Background: an optimization exercise with open tools, aiming at small area. Do not read the settings as production practice. In this exercise RTL edits were held to simulation tests only and were not proved equivalent to the original.

## design.v

```verilog
package iod_pkg;
  localparam int COUNT_WIDTH = 32;
  localparam logic [1:0] REG_LOWER = 2'd0;
  localparam logic [1:0] REG_UPPER = 2'd1;
  localparam logic [1:0] REG_GAIN  = 2'd2;
  localparam logic [1:0] REG_BETA  = 2'd3;
  localparam logic [16:0] LOWER_RESET = 17'd0;
  localparam logic [16:0] UPPER_RESET = 17'd65536;
  localparam logic [15:0] GAIN_RESET  = 16'd256;
  localparam logic [15:0] BETA_RESET  = 16'd5898;
  typedef enum logic [6:0] {
    ST_IDLE = 7'b0000001,
    ST_ROOT = 7'b0000010,
    ST_SQR  = 7'b0000100,
    ST_DEN  = 7'b0001000,
    ST_NUM  = 7'b0010000,
    ST_DIV  = 7'b0100000,
    ST_OUT  = 7'b1000000
  } state_t;
endpackage
module iod_cbrt (
  input  logic        clk,
  input  logic        rst,
  input  logic        start,
  input  logic [63:0] radicand,
  output logic        done,
  output logic [21:0] root
);
  logic [65:0] rem;
  logic [65:0] rem_next;
  logic [63:0] src;
  logic [21:0] y;
  logic [21:0] y_next;
  logic [4:0]  cnt;
  logic        busy;
  logic [22:0] ys;
  logic [66:0] b;
  logic [66:0] cur;
  always_comb begin
    ys = {y, 1'b0};
    b = 67'(3) * 67'(ys) * 67'(ys + 23'd1) + 67'd1;
    if (cnt == 5'd0) begin
      cur = 67'({rem[63:0], src[63]});
    end else begin
      cur = 67'({rem[63:0], src[63:61]});
    end
    if (cur >= b) begin
      rem_next = 66'(cur - b);
      y_next   = ys[21:0] | 22'd1;
    end else begin
      rem_next = 66'(cur);
      y_next   = ys[21:0];
    end
  end
  always_ff @(posedge clk) begin
    if (rst) begin
      busy <= 1'b0;
      done <= 1'b0;
      cnt  <= 5'd0;
    end else begin
      done <= 1'b0;
      if (start) begin
        busy <= 1'b1;
        cnt  <= 5'd0;
        rem  <= '0;
        y    <= '0;
        src  <= radicand;
      end else if (busy) begin
        rem <= rem_next;
        y   <= y_next;
        src <= (cnt == 5'd0) ? {src[62:0], 1'b0} : {src[60:0], 3'b000};
        cnt <= cnt + 5'd1;
        if (cnt == 5'd21) begin
          busy <= 1'b0;
          done <= 1'b1;
        end
      end
    end
  end
  assign root = y;
endmodule
module iod_div (
  input  logic         clk,
  input  logic         rst,
  input  logic         start,
  input  logic [127:0] dividend,
  input  logic [63:0]  divisor,
  output logic         done,
  output logic [63:0]  quotient,
  output logic         overflow
);
  logic [127:0] src;
  logic [64:0]  rem;
  logic [64:0]  shifted;
  logic [6:0]   cnt;
  logic         busy;
  logic         hit;
  assign shifted = {rem[63:0], src[127]};
  assign hit = shifted >= {1'b0, divisor};
  always_ff @(posedge clk) begin
    if (rst) begin
      busy <= 1'b0;
      done <= 1'b0;
      cnt  <= 7'd0;
    end else begin
      done <= 1'b0;
      if (start) begin
        busy     <= 1'b1;
        cnt      <= 7'd0;
        rem      <= '0;
        src      <= dividend;
        overflow <= 1'b0;
      end else if (busy) begin
        rem <= hit ? shifted - {1'b0, divisor} : shifted;
        src <= {src[126:0], 1'b0};
        if (cnt[6] == 1'b0) begin
          overflow <= overflow | hit;
        end else begin
          quotient <= {quotient[62:0], hit};
        end
        cnt <= cnt + 7'd1;
        if (cnt == 7'd127) begin
          busy <= 1'b0;
          done <= 1'b1;
        end
      end
    end
  end
endmodule
module interface_omega_damping (
  input  logic        clk,
  input  logic        rst,
  input  logic        cfg_we,
  input  logic [1:0]  cfg_index,
  input  logic [16:0] cfg_data,
  input  logic        in_valid,
  output logic        in_ready,
  input  logic        start_of_pass,
  input  logic [16:0] phase_fraction,
  input  logic [31:0] eddy_viscosity,
  input  logic [63:0] cell_volume,
  input  logic [63:0] omega_in,
  output logic        out_valid,
  input  logic        out_ready,
  output logic [63:0] omega_out,
  output logic        was_corrected,
  output logic        saturated,
  output logic [31:0] corrected_so_far,
  output logic [31:0] cells_so_far
);
  localparam int CW = iod_pkg::COUNT_WIDTH;
  iod_pkg::state_t state;
  logic [16:0] lower_limit;
  logic [16:0] upper_limit;
  logic [15:0] damping_gain;
  logic [15:0] beta_star;
  logic [CW-1:0] corrected_count;
  logic [CW-1:0] total_count;
  logic [31:0] nut;
  logic [63:0] vol;
  logic [63:0] omega;
  logic        corr;
  logic [43:0] dx2;
  logic [63:0] den;
  logic [50:0] num;
  logic        cbrt_done;
  logic [21:0] root;
  logic        div_start;
  logic        div_done;
  logic        cbrt_start;
  logic [63:0] quo;
  logic        ovf;
  logic        in_window;
  logic [CW-1:0] cc_base;
  logic [CW-1:0] tc_base;
  assign in_ready = (state == iod_pkg::ST_IDLE) && !out_valid;
  assign in_window = (phase_fraction > lower_limit) && (phase_fraction < upper_limit);
  assign cc_base = start_of_pass ? '0 : corrected_count;
  assign tc_base = start_of_pass ? '0 : total_count;
  assign cbrt_start = (state == iod_pkg::ST_ROOT);
  always_ff @(posedge clk) begin
    if (rst) begin
      lower_limit  <= iod_pkg::LOWER_RESET;
      upper_limit  <= iod_pkg::UPPER_RESET;
      damping_gain <= iod_pkg::GAIN_RESET;
      beta_star    <= iod_pkg::BETA_RESET;
    end else if (cfg_we) begin
      case (cfg_index)
        iod_pkg::REG_LOWER: lower_limit  <= cfg_data;
        iod_pkg::REG_UPPER: upper_limit  <= cfg_data;
        iod_pkg::REG_GAIN:  damping_gain <= cfg_data[15:0];
        iod_pkg::REG_BETA:  beta_star    <= cfg_data[15:0];
        default: ;
      endcase
    end
  end
  iod_cbrt u_cbrt (
    .clk      (clk),
    .rst      (rst),
    .start    (cbrt_start),
    .radicand (vol),
    .done     (cbrt_done),
    .root     (root)
  );
  iod_div u_div (
    .clk      (clk),
    .rst      (rst),
    .start    (div_start),
    .dividend ({55'd0, num, 22'd0} << 20),
    .divisor  (den),
    .done     (div_done),
    .quotient (quo),
    .overflow (ovf)
  );
  assign div_start = (state == iod_pkg::ST_NUM) && (den != 64'd0);
  always_ff @(posedge clk) begin
    if (rst) begin
      state           <= iod_pkg::ST_IDLE;
      out_valid       <= 1'b0;
      corrected_count <= '0;
      total_count     <= '0;
    end else begin
      if (out_valid && out_ready) begin
        out_valid <= 1'b0;
      end
      case (state)
        iod_pkg::ST_IDLE: begin
          if (in_valid && in_ready) begin
            nut   <= eddy_viscosity;
            vol   <= cell_volume;
            omega <= omega_in;
            corr  <= in_window;
            total_count <= (&tc_base) ? tc_base : tc_base + 1'b1;
            if (in_window) begin
              corrected_count <= (&cc_base) ? cc_base : cc_base + 1'b1;
              state <= iod_pkg::ST_ROOT;
            end else begin
              corrected_count <= cc_base;
              state <= iod_pkg::ST_OUT;
            end
          end
        end
        iod_pkg::ST_ROOT: begin
          state <= iod_pkg::ST_SQR;
        end
        iod_pkg::ST_SQR: begin
          if (cbrt_done) begin
            dx2   <= 44'(root) * 44'(root);
            state <= iod_pkg::ST_DEN;
          end
        end
        iod_pkg::ST_DEN: begin
          den   <= 64'(dx2) * 64'(beta_star);
          num   <= 51'(nut) * (51'({damping_gain, 2'b00}) + 51'({damping_gain, 1'b0}));
          state <= iod_pkg::ST_NUM;
        end
        iod_pkg::ST_NUM: begin
          if (den == 64'd0) begin
            omega <= '1;
            state <= iod_pkg::ST_OUT;
            saturated <= 1'b1;
          end else begin
            state <= iod_pkg::ST_DIV;
          end
        end
        iod_pkg::ST_DIV: begin
          if (div_done) begin
            omega     <= ovf ? '1 : quo;
            saturated <= ovf;
            state     <= iod_pkg::ST_OUT;
          end
        end
        iod_pkg::ST_OUT: begin
          if (!corr) begin
            saturated <= 1'b0;
          end
          omega_out        <= omega;
          was_corrected    <= corr;
          corrected_so_far <= 32'(corrected_count);
          cells_so_far     <= 32'(total_count);
          state            <= iod_pkg::ST_IDLE;
          out_valid        <= 1'b1;
        end
        default: state <= iod_pkg::ST_IDLE;
      endcase
    end
  end
endmodule
```

## run.sh

```bash
#!/bin/bash
# synth_recipe.tcl (not shown) runs the flow's synth.tcl, then flattens the netlist and writes it again
# the make line also repeats each setting of config.mk as NAME=value (left out here)
make -C /OpenROAD-flow-scripts/flow DESIGN_CONFIG=/design/flow/config.mk WORK_HOME=/design/flow/orfs CLKGATE_MAP_FILE= SYNTH_SCRIPT=/design/flow/synth_recipe.tcl finish
```

## config.mk

```make
export PLATFORM = sky130hd
export DESIGN_NAME = interface_omega_damping
export DESIGN_NICKNAME = interface_omega_damping
export VERILOG_FILES = /design/flow/design.v
export SDC_FILE = /design/flow/constraint.sdc
export NUM_CORES = 4
export LEC_CHECK = 0
export CAP_MARGIN = 20
export CORE_MARGIN = 2
export CORE_UTILIZATION = 40
export SETUP_SLACK_MARGIN = 0.4
export SLEW_MARGIN = 20
```

## constraint.sdc

```tcl
create_clock -name core_clock -period 13.5 [get_ports {clk}]
set_input_delay 2.7000 -clock core_clock [delete_from_list [all_inputs] [get_ports {clk}]]
set_output_delay 2.7000 -clock core_clock [all_outputs]
set_load 0.01 [all_outputs]
```

==> notes.md <==
status=no timing/DRC/antenna violations; cell mode on critical path=fa_1; Tmin final=12.48 ns; synthesis-to-layout area growth=10.05%; CP arrival=approximately 13 ns; top cell type's share of synthesized area=32.01%; Clock Pin Slew Worst Setup and Hold Paths=~0.07 ns; Initial DRC Count=4944; Yosys cell types=93; crit path from=u_cbrt.y[2]$_SDFFCE_PP0P_; sequential area share after synthesis=23.51%; antenna violation net count after detailed routing=0; I/O Buffers=333; worst r2r dst=u_cbrt.rem[16]$_SDFFCE_PP0P_; Post-Syn Instances=12170; max-slew violations=0; Slew @ Worst Pin=1.136 ns; Max-cap violations=0; Async SR Flop Fraction=0%; Setup Skew=0.09901 ns; Reg-to-Reg Start=u_cbrt.y[2]$_SDFFCE_PP0P_; Clk Latency, worst-skew pair=between 0.8 and 0.9 ns; fin nets=15080; slowest CP cell=fa_1; Main synth FF type=edfxtp_1; Die Ht=543.2 um; dpl hpwl=235400 um; width of the chip=543.2 um; R2R depth=48; CTS Buf Count=111; critical path class=reg2reg; via count=approximately 83000; TritonRoute pass-1 iters=5; Worst Setup Start Kind=flop; hold path depth=0; Max Root-Sink Buffers=3; drt total wl=307200 um; Hold Slack=0.4027 ns; min-delay worst type=reg2reg; number of global-route vias before repair=88080; commonest cells after routing, fill and taps aside=inv_1 (2146), nand2_1 (2142), fa_1 (1860), ha_1 (829), edfxtp_1 (808); H-tree levels=3; Final Util=44.34%; RSZ-0062 raised after global routing=no; Site Rows=197; top cells by area, synth=fa_1 (32%), edfxtp_1 (21%), ha_1 (9.0%), inv_1 (6.9%), nand2_1 (6.9%); CP endpoint=u_cbrt.rem[16]$_SDFFCE_PP0P_; first-pass GRT wire length=496200 um; Worst setup EP type=flop; Ys Warns=3; Seq cells post-synth=962; mean area per synthesized cell=9.558 um2; most common cell after layout, fill and taps aside=inv_1; Root Buffer=clkbuf_16; vias per inst=a little over 5; max incr delay on CP=0.55 ns; Final period util=92.43%; crit-path max FO=26; largest net degree at the start of global routing=112; cell taking the most area after synthesis=fa_1; CTS tree=done; Post-Syn Area=116300 um2; die footprint=295100 um2; WP data required=13.94 ns; fmax=80.14 MHz; cts hold-fix bufs=0; io pins=~330; antenna violations before repair=7; global route overflow=0; worst relative slew slack=24.25%; Setup Total Neg Slack=0 ns; core box area=288600 um2; routed len/inst=roughly 19 um; layout cells sized above 1=4.542%; # DRC=0; setup slack, reg-to-reg=1.02 ns; CTS sink cnt=962; Starting Density=40.30%; Finish-stage setup viols=0; final hold vios=0; filler instances=27840; Post-synth EDFFs=808; GPL Wtd Cong=just under 0.9; gr usage total=roughly a fifth
[worst min-delay path by stage]
stage	from	end	slack [ns]
after floorplan	omega[0]$_DFFE_PP_	omega_out[0]$_DFFE_PP_	0.40
after CTS	omega[58]$_DFFE_PP_	omega_out[58]$_DFFE_PP_	0.42
final	u_div.quotient[5]$_DFFE_PP_	u_div.quotient[6]$_DFFE_PP_	0.40
after global placement	omega[40]$_DFFE_PP_	omega_out[40]$_DFFE_PP_	0.40
after detailed placement	omega[26]$_DFFE_PP_	omega_out[26]$_DFFE_PP_	0.40
after global routing	omega[58]$_DFFE_PP_	omega_out[58]$_DFFE_PP_	0.42
[logic make-up (layout without fill, tap and decap cells)]
family	count (synthesis)	in the layout	share of synthesized area [%]
AND/OR/NAND/NOR	3877	3877	15.09
buffers and inverters	2757	2873	8.913
adder cells (fa/ha/maj)	2692	2692	40.97
AO/OA/AOI/OAI	1433	1433	7.980
flip-flops	962	962	23.51
XOR/XNOR	358	358	2.696
multiplexers	89	89	0.8380
other	1	6	0.003224
[worst max-delay path, delay by kind of cell (launching register included)]
kind                       cells  cell delay (ns)
AOI/OAI and AO/OA             16             3.61
and+or+nand+nor               12             1.73
buffers and inverters          8             1.31
adders and majority gates     10             4.65
DFF                            1             0.41
muxes                          1             0.19
xor gates and xnor gates       1             0.27
[per-layer routing]
| layer | global-route usage [%] | wire length, um | vias to the layer above |
|---|---|---|---|
| met5 | 0 | 25 | - |
| met3 | 2.373 | 16140 | 445 |
| met1 | 28.12 | 132000 | 41980 |
| met2 | 36.58 | 149800 | 2174 |
| met4 | 6.098 | 9220 | 4 |
| li1 | - | - | 38530 |
[Yosys cell counts (16+ instances only)]
master / number
inv_1: 2147
nand2_1: 2144
fa_1: 1860
ha_1: 832
edfxtp_1: 808
clkbuf_1: 568
and2_1: 539
nor2_1: 479
a21oi_1: 478
xnor2_1: 233
o21ai_0: 194
a21o_1: 185
nand3_1: 161
dfxtp_1: 154
xor2_1: 125
a31oi_1: 108
nor3_1: 91
nor2b_1: 88
nand4_1: 84
a211oi_1: 65
o21bai_1: 65
o22a_1: 64
nand2b_1: 58
and3_1: 57
mux2_2: 52
o21a_1: 50
nor4_1: 42
mux2i_1: 34
o211ai_1: 27
or2_2: 27
buf_1: 23
nor3b_1: 23
a31o_2: 19
or3_1: 19
o31ai_1: 18
a311oi_1: 16
[state kept, by name (all words and copies together) (netlist names), 5 cells and up]
name	flops
den	60
upper_limit	17
total_count	32
vol	64
u_div.cnt	7
num	50
damping_gain	16
omega	64
corrected_so_far	32
lower_limit	17
u_cbrt.src	64
u_cbrt.y	22
u_cbrt.rem	64
u_div.rem	64
dx2	43
omega_out	64
u_div.src	85
beta_star	16
u_div.quotient	64
state	7
corrected_count	32
u_cbrt.cnt	5
cells_so_far	32
nut	32
[area by class of cell]
class	instances	area, um2	share of cell area, %
multi-input combinational	8451	79140	61.83
sequential	962	27350	21.37
inverter	2159	8109	6.336
tap	3880	4855	3.793
timing repair buffer	505	4674	3.652
clock buffer	134	2934	2.292
clock inverter	75	923.4	0.7214
antenna	4	10.01	0.007820
[stage by stage]
| step | worst slack [ns] | std cells | area, um2 |
|---|---|---|---|
| after global routing | 0.3213 | 16170 | 128000 |
| after CTS | 0.4494 | 16160 | 127700 |
| after detailed placement | 0.04304 | 15950 | 123800 |
| after floorplan | 0.8002 | 12170 | 116300 |
| after global placement | 0.2101 | 15950 | 123800 |
| final | 1.021 | 16170 | 128000 |
[timing repair]
action                                  CTS  global route
buffers inserted                          3             5
endpoints found under the setup margin   63            65
resized for setup                         6            46
pin swaps                                 1             9
hold endpoints to repair                  0             0

afterwards: timing with drivers on the ports:
In the flow no input, the clock included, has a driving cell. The finished layout below was timed again as built, in two steps.
Step 1 sets driving cells, clkbuf_16 on the clock port and buf_2 on the other inputs (assumed; they add their load-dependent delay and slew).
Step 2 adds t to the input delays and takes it off the output delays; t is the mean of the earliest and latest rising clock arrival at the registers after step 1. Input paths then give back, and output paths get back, about the clock's delay inside the block.
Three values: ideal, step 1, step 2; two values: the first two.
shift t [ns]: 0.853
slack for setup (ns): 1.021 / 1.021 / 1.021
worst setup path at the end: register to register
worst slew at a driven data input, ns: 0.34
pins driven straight from the clock port: 1
After both steps setup and hold are still met in this run. For this run, drivers alone change the setup slack by 0.000 ns; drivers and shift together by 0.000 ns.
